From an optimization exercise on the open Yosys and OpenROAD flow, aimed at small area, a short achievable clock period and few clock cycles per item; shortcuts taken in it are not production practice.
Function was checked by simulation only, so behaviour that the tests miss may differ from the original.
Power figures rest on the tool's default switching activity, not on a simulated workload.

==> flow/design.v (outline; a module is shown in full before it is edited, if it fits) <==
// module two_mode_motion_tween_unit: 2771 lines
module two_mode_motion_tween_unit #(
  parameter int unsigned FRACTION_BITS    = 16,
  parameter int unsigned SINE_TABLE_DEPTH = 1024
) (
  input  wire logic        clk,
  input  wire logic        rst,
  input  wire logic        s_tvalid,
  output logic             s_tready,
  input  wire logic [7:0]  s_tdata,     
  output logic             m_tvalid,
  input  wire logic        m_tready,
  output logic [31:0]      m_tdata,     
  output logic             m_tlast,     
  input  wire logic        cfg_valid,
  output logic             cfg_ready,
  input  wire logic [2:0]  cfg_index,
  input  wire logic [15:0] cfg_data
);
  // ...
==> flow/run.sh <==
#!/bin/bash
# synth_recipe.tcl (not shown) runs the flow's synth.tcl, then flattens the netlist and writes it again
# the make line also repeats each setting of config.mk as NAME=value (left out here)
make -C /OpenROAD-flow-scripts/flow DESIGN_CONFIG=/design/flow/config.mk WORK_HOME=/design/flow/orfs CLKGATE_MAP_FILE= SYNTH_SCRIPT=/design/flow/synth_recipe.tcl finish
==> flow/config.mk <==
export PLATFORM = sky130hd
export DESIGN_NAME = two_mode_motion_tween_unit
export DESIGN_NICKNAME = two_mode_motion_tween_unit
export VERILOG_FILES = /design/flow/design.v
export SDC_FILE = /design/flow/constraint.sdc
export NUM_CORES = 4
export LEC_CHECK = 0
export CAP_MARGIN = 20
export CORE_MARGIN = 2
export CORE_UTILIZATION = 40
export SETUP_SLACK_MARGIN = 5
export SLEW_MARGIN = 20
export SYNTH_MEMORY_MAX_BITS = 32768
==> flow/constraint.sdc <==
create_clock -name core_clock -period 11.0 [get_ports {clk}]
set_input_delay 2.2000 -clock core_clock [delete_from_list [all_inputs] [get_ports {clk}]]
set_output_delay 2.2000 -clock core_clock [all_outputs]
set_load 0.01 [all_outputs]
==> impl_metrics.env, run 1 <==
export IMPL_synth_area_leaders="dfxtp_1, edfxtp_1, ha_1"
export IMPL_r2r_start="q[0]"
export IMPL_avgSynthCellArea_um2=8.325
export IMPL_cp_startpoint="q[0]"
export IMPL_clk_share_pct=3.586
export IMPL_total_power_mw=9.783
export IMPL_grt_setup_unrepaired="true"
export IMPL_holdPathStages=0
export IMPL_power_switching_mw=4.365
export IMPL_cp_top_family="compound AO/OA/AOI/OAI gates"
export IMPL_tap_cells=1637
export IMPL_grt_met2_usage_pct=43.58
export IMPL_p_leak_nw=21.73
export IMPL_final_core_util_pct=44.37
export IMPL_path_common_cell="ha_2"
export IMPL_sh_seq_area_pct=20.56
export IMPL_grt_usage_pct=26.92
export IMPL_worstPathRequired_ns=11.52
export IMPL_holdPathEnd="fe3"
export IMPL_hp_class="register to register"
export IMPL_post_cts_buffers=14
export IMPL_num_rows=129
export IMPL_firstDrtPassIters=7
export IMPL_setup_tns_final_ns=0
export IMPL_use_met3_pct=4.476
export IMPL_grt_pass1_vias=44420
export IMPL_p_int_mw=5.417
export IMPL_synth_simple_area_share_pct=14.94
export IMPL_outcome="no timing/DRC/antenna violations"
export IMPL_seq_cells=476
export IMPL_num_vias=46180
export IMPL_nNetsFinal=6475
export IMPL_die_area_um2=126900
export IMPL_p_clk_share_pct=20.7
export IMPL_layout_nonclk_buf_share_pct=3.524
export IMPL_synth_seq_cells=476
export IMPL_period_share_pct=54.01
Testbench counts, summed over its fixed seeds: cycles 9,528, items 7,756.
==> run 2, diff against run 1 <==
--- a/flow/design.v
+++ b/flow/design.v
@@ -1555,16 +1555,21 @@
     sine_val = acc[18:3];
   endfunction
   logic [15:0] start_x, start_y, end_x, end_y;
   logic [15:0] n_eff;    
   logic        easing_mode;
   logic        n_wr;
   assign cfg_ready = 1'b1;
   assign n_wr      = cfg_valid && (cfg_index == tween_pkg::REG_STEP_COUNT);
+  logic n_wr_d;
+  always_ff @(posedge clk) begin
+    if (rst) n_wr_d <= 1'b0;
+    else     n_wr_d <= n_wr;
+  end
   always_ff @(posedge clk) begin
     if (rst) begin
       start_x     <= '0;
       start_y     <= '0;
       end_x       <= '0;
       end_y       <= '0;
       n_eff       <= 16'd1;
       easing_mode <= 1'b0;
@@ -1590,18 +1595,18 @@
   end
   logic stall;        
   logic sk_v;
   assign stall = sk_v;
   logic h_v, h_rs, t_v, t_rs;
   logic push, pop;
   logic in_v, in_rs;
   assign push  = s_tvalid && s_tready;
-  assign in_v  = h_v || push;
-  assign in_rs = h_v ? h_rs : s_tdata[0];
+  assign in_v  = h_v;
+  assign in_rs = h_rs;
   always_ff @(posedge clk) begin
     if (rst) begin
       h_v      <= 1'b0;
       t_v      <= 1'b0;
       s_tready <= 1'b1;
     end else if (h_v) begin
       if (pop) begin
         h_v      <= t_v || push;
@@ -1610,17 +1615,17 @@
         t_rs     <= s_tdata[0];
         s_tready <= !(t_v && push);
       end else begin
         t_v      <= t_v || push;
         if (!t_v) t_rs <= s_tdata[0];
         s_tready <= !(t_v || push);
       end
     end else begin
-      h_v      <= push && !pop;
+      h_v      <= push;
       h_rs     <= s_tdata[0];
       s_tready <= 1'b1;
     end
   end
   logic [16:0] k, q, Q0;
   logic [15:0] r, R0;
   logic [16:0] Rm;       
   logic        qs, q0v, rmp;
@@ -1691,28 +1696,28 @@
       Rm      <= 17'h1ffff;
       qs      <= 1'b1;
       q0v     <= 1'b1;
       rmp     <= 1'b0;
       ix      <= '0;
       ixv     <= 1'b1;
       dv_busy <= 1'b0;
       dv_kj   <= 1'b0;
-    end else if (n_wr) begin
+    end else if (n_wr_d) begin
       qs      <= 1'b0;
       dv_kj   <= 1'b0;
       dv_cnt  <= 5'(DC);
       r       <= 16'd1;
       q       <= '0;
       rmp     <= 1'b0;
       ixv     <= 1'b0;
-      if (cfg_data[15:6] == '0) begin
-        Q0      <= rcp_q(cfg_data[5:0]);
-        R0      <= {10'd0, rcp_r(cfg_data[5:0])};
-        Rm      <= {10'h3ff, rcp_m(cfg_data[5:0])};
+      if (n_eff[15:6] == '0) begin
+        Q0      <= rcp_q(n_eff[5:0]);
+        R0      <= {10'd0, rcp_r(n_eff[5:0])};
+        Rm      <= {10'h3ff, rcp_m(n_eff[5:0])};
         q0v     <= 1'b1;
         dv_busy <= 1'b0;
       end else begin
         q0v     <= 1'b0;
         dv_busy <= 1'b1;
       end
     end else begin
       if (tick_step) k <= in_rs ? 17'd1 : k + 17'd1;
==> run 2 against run 1 <==
Against the previous run:
- register-to-register slack worse by 0.11 ns
- worst setup slack got worse by 0.11 ns
- power decreased by 8.3%
- clock-buffer cell count grew 4
- largest power group unchanged
- highest routed layer is now met4
==> impl_metrics.env, run 2 <==
export IMPL_timing_final_ws_setup_ns=4.946
export IMPL_layout_common_cells="nand2_1, inv_1, a21oi_1"
export IMPL_root_buffer="clkbuf_16"
export IMPL_period_share_pct=55.04
export IMPL_clockBufferDepth=3
export IMPL_p_leak_nw=22.00
export IMPL_synth_area_leaders="dfxtp_1, edfxtp_1, ha_1"
export IMPL_num_rows=129
export IMPL_htreeDepth=2
export IMPL_cts_tree="built"
export IMPL_async_flop_share_pct=0
export IMPL_syn_inst=5982
export IMPL_core_area_um2=124100
export IMPL_min_period_ns=6.054
export IMPL_firstDrtPassIters=8
export IMPL_startpoint_type="register"
export IMPL_syn_to_final_growth_pct=9.739
export IMPL_synth_largest_area_cell="dfxtp_1"
export IMPL_max_freq_mhz=165.2
export IMPL_peakVddDrop_mv=0.1481
export IMPL_cap_violations=0
export IMPL_setup_viol=0
export IMPL_die_area_um2=128200
export IMPL_slew_headroom_pct=23.37
export IMPL_num_vias=46550
export IMPL_worstPathArrival_ns=6.64
export IMPL_clk_latency_ns=0.68
export IMPL_port_buffer_count=59
export IMPL_die_y_um=358.1
export IMPL_p_per_area_nw_per_um2=163.0
export IMPL_ant_nets=0
export IMPL_grt_setup_unrepaired="true"
export IMPL_crit_type="register to register"
export IMPL_place_ws_ns=3.202
export IMPL_drt_vias_per_instance=6.190
export IMPL_path_clk_slew_ns=0.06
export IMPL_tightest_slew_ns=1.145
export IMPL_yosysWarnings=1
export IMPL_drtIter0Drc=5270
export IMPL_nNetsFinal=6495
export IMPL_initial_utilization_pct=40.41
export IMPL_fin_skew_ns=0.03481
export IMPL_synthTopCellsByCount="nand2_1, inv_1, a21oi_1"
export IMPL_cp_max_fo=22
export IMPL_drc=0
export IMPL_slew_violations=0
export IMPL_antennaDiodeCount=0
export IMPL_cts_hold_fix_buffers=0
export IMPL_finalHoldViolCount=0
export IMPL_wl_per_cell_um=23.81
export IMPL_avgSynthCellArea_um2=8.384
export IMPL_pin_count=68
export IMPL_final_common_cell="nand2_1"
export IMPL_antenna_found_initial=5
export IMPL_grt_max_degree=84
export IMPL_grt_pass1_vias=44320
export IMPL_cts_made_buffers=58
export IMPL_yosys_area_top_type_share_pct=13.29
export IMPL_synth_fp_nets=6645
export IMPL_n_fill_cell=12130
export IMPL_setup_tns_final_ns=0
export IMPL_synth_most_common_cell="nand2_1"
export IMPL_die_x_um=358.1
export IMPL_yosysSeqAreaShare_pct=23.65
export IMPL_drive_above_1_share_pct=11.90
export IMPL_outcome="no timing/DRC/antenna violations"
export IMPL_hp_class="register to register"
export IMPL_grt_overflow_total=0
export IMPL_clock_sinks=506
export IMPL_end_kind="register"
export IMPL_routed_wirelength_um=179000
export IMPL_worstPathRequired_ns=11.58
export IMPL_synthFlopType="dfxtp_1"
export IMPL_yosysUniqueCellTypes=117
export IMPL_place_congestion=0.9722
export IMPL_dp_hpwl_um=125900
export IMPL_grt_usage_pct=26.90
export IMPL_synth_seq_cells=506
export IMPL_grt_pass1_wl_um=268900
export IMPL_synth_edf_count=173
export IMPL_syn_area_um2=50150
==> run 2: cell types whose count changed in the layout (fill, tap and decap cells not counted), sizes merged, moves of 16 or more <==
cell	previous run	this run
nor2	401	381
inv	505	529
a22oi	115	135
o21ai	340	373
a21oi	377	393
mux2i	46	68
nand2b	50	34
dfxtp	303	333
a211oi	102	83
nor3	107	87
==> run 2: power by group <==
part	switching [mW]	internal, mW	leakage [nW]
clock	0.866	1.18	0.959
combinational	2.45	1.68	16.5
sequential	0.454	2.33	4.58
total	3.78	5.19	22.0
==> run 2: per-stage QoR <==
stage | hold slack (ns) | utilization, % | power (mW) | std cells | instance area [um2]
6_report | 0.4252 | 44.34 | 8.969 | 7519 | 55040
5_1_grt | 0.4421 | 44.34 | 9.488 | 7519 | 55040
4_1_cts | 0.4266 | 43.74 | 8.860 | 7482 | 54290
3_5_place_dp | 0.4116 | 41.79 | 6.744 | 7362 | 51870
3_3_place_gp | 0.4027 | 41.78 | 6.694 | 7362 | 51860
2_1_floorplan | 0.4003 | - | 5.442 | 5982 | 50150
==> run 2: area by class of cell <==
class	count	area [um2]	area share [%]
Multi-Input combinational cell	4544	35330	64.18
Inverter	532	2074	3.769
Tap cell	1637	2048	3.721
Clock inverter	28	276.5	0.5024
Timing Repair Buffer	189	1737	3.155
Sequential cell	506	11860	21.55
Clock buffer	82	1708	3.103
Timing Repair inverter	1	7.507	0.01364
==> run 2: path summary, 6_finish.rpt <==
kind	start	slack, ns	to	cells after the start
setup reg to reg	q[0]	4.95	register	24
hold / removal	fe2	0.43	fe3	0
hold reg to reg	fe2	0.43	fe3	0
setup / recovery	q[0]	4.95	register	24
==> run 2: metal layers <==
metal / routed length (um) / track usage [%] / up-vias / part of all wire, %
met1: 74730 / 36.63 / 22440 / 42
met4: 8218 / 10.29 / 0 / 4.6
met3: 17410 / 4.896 / 488 / 9.7
met2: 78640 / 42.25 / 2467 / 44
li1: - / - / 21150 / -
met5: 0 / 0 / - / 0
==> run 2: what timing repair did <==
| action | 4_1_cts | 5_1_grt |
|---|---|---|
| gates cloned | 3 | 4 |
| gates resized for setup | 95 | 104 |
| endpoints found under the setup margin | 54 | 50 |
| buffers inserted | 7 | 32 |
| pin swaps | 3 | 13 |
==> run 2: worst max-delay path: stages, from the launching register on <==
cell	delay, ns
dfxtp_1	0.40
ha_2	0.24
fa_1	0.59
ha_4	0.19
clkinvlp_4	0.18
a211oi_4	0.41
nor2_1	0.12
or3_1	0.38
xnor2_2	0.21
ha_2	0.24
ha_1	0.18
inv_2	0.08
a21o_4	0.24
a211o_4	0.40
buf_12	0.19
clkinv_8	0.14
buf_8	0.22
ha_4	0.25
buf_4	0.18
nand2_2	0.14
a21oi_2	0.22
a211oi_1	0.07
a41oi_1	0.25
o21ai_1	0.15
a211oi_1	0.26
==> run 2: logic make-up after synthesis <==
family          count (synthesis)  synth area share (%)
compound gates               1766                 23.99
xor+xnor                      220                 3.869
fa+ha+maj                     632                 19.37
buf+inv                       936                 7.362
flops                         506                 23.65
mux                           350                 7.714
other cells                     1              0.007477
simple gates                 1571                 14.04
Testbench counts of run 2, summed over its fixed seeds: cycles 9,752, items 7,756.

port drivers added, routing unchanged:
In the flow no input, the clock included, has a driving cell. The finished layouts below were timed again as built, in two steps. Step 1 (the two cells are an assumption about what drives the block):
set clk [get_ports {clk}]
set_driving_cell -lib_cell sky130_fd_sc_hd__clkbuf_16 $clk
set_driving_cell -lib_cell sky130_fd_sc_hd__buf_2 [delete_from_list [all_inputs] $clk]
Step 2 times the ports against the registers' clock, not the clock port: input delays grow and output delays shrink by t, the midpoint of the rising clock arrivals with the driver on. a / b / c = ideal ports / drivers / drivers and shift; a / b = the first two.
| run | t, ns | setup WS [ns] | slew at the worst register clock pin (ns) | pins driven straight from the clock port |
|---|---|---|---|---|
| run 1 | 0.733 | 5.059 / 5.027 / 4.294 | 0.07 / 0.07 | 1 |
| run 2 | 0.735 | 4.946 / 4.946 / 4.411 | 0.08 / 0.08 | 1 |
After both steps setup and hold are still met in every run listed. For run 1, which loses most, drivers alone change the setup slack by -0.032 ns; drivers and shift together by -0.765 ns.
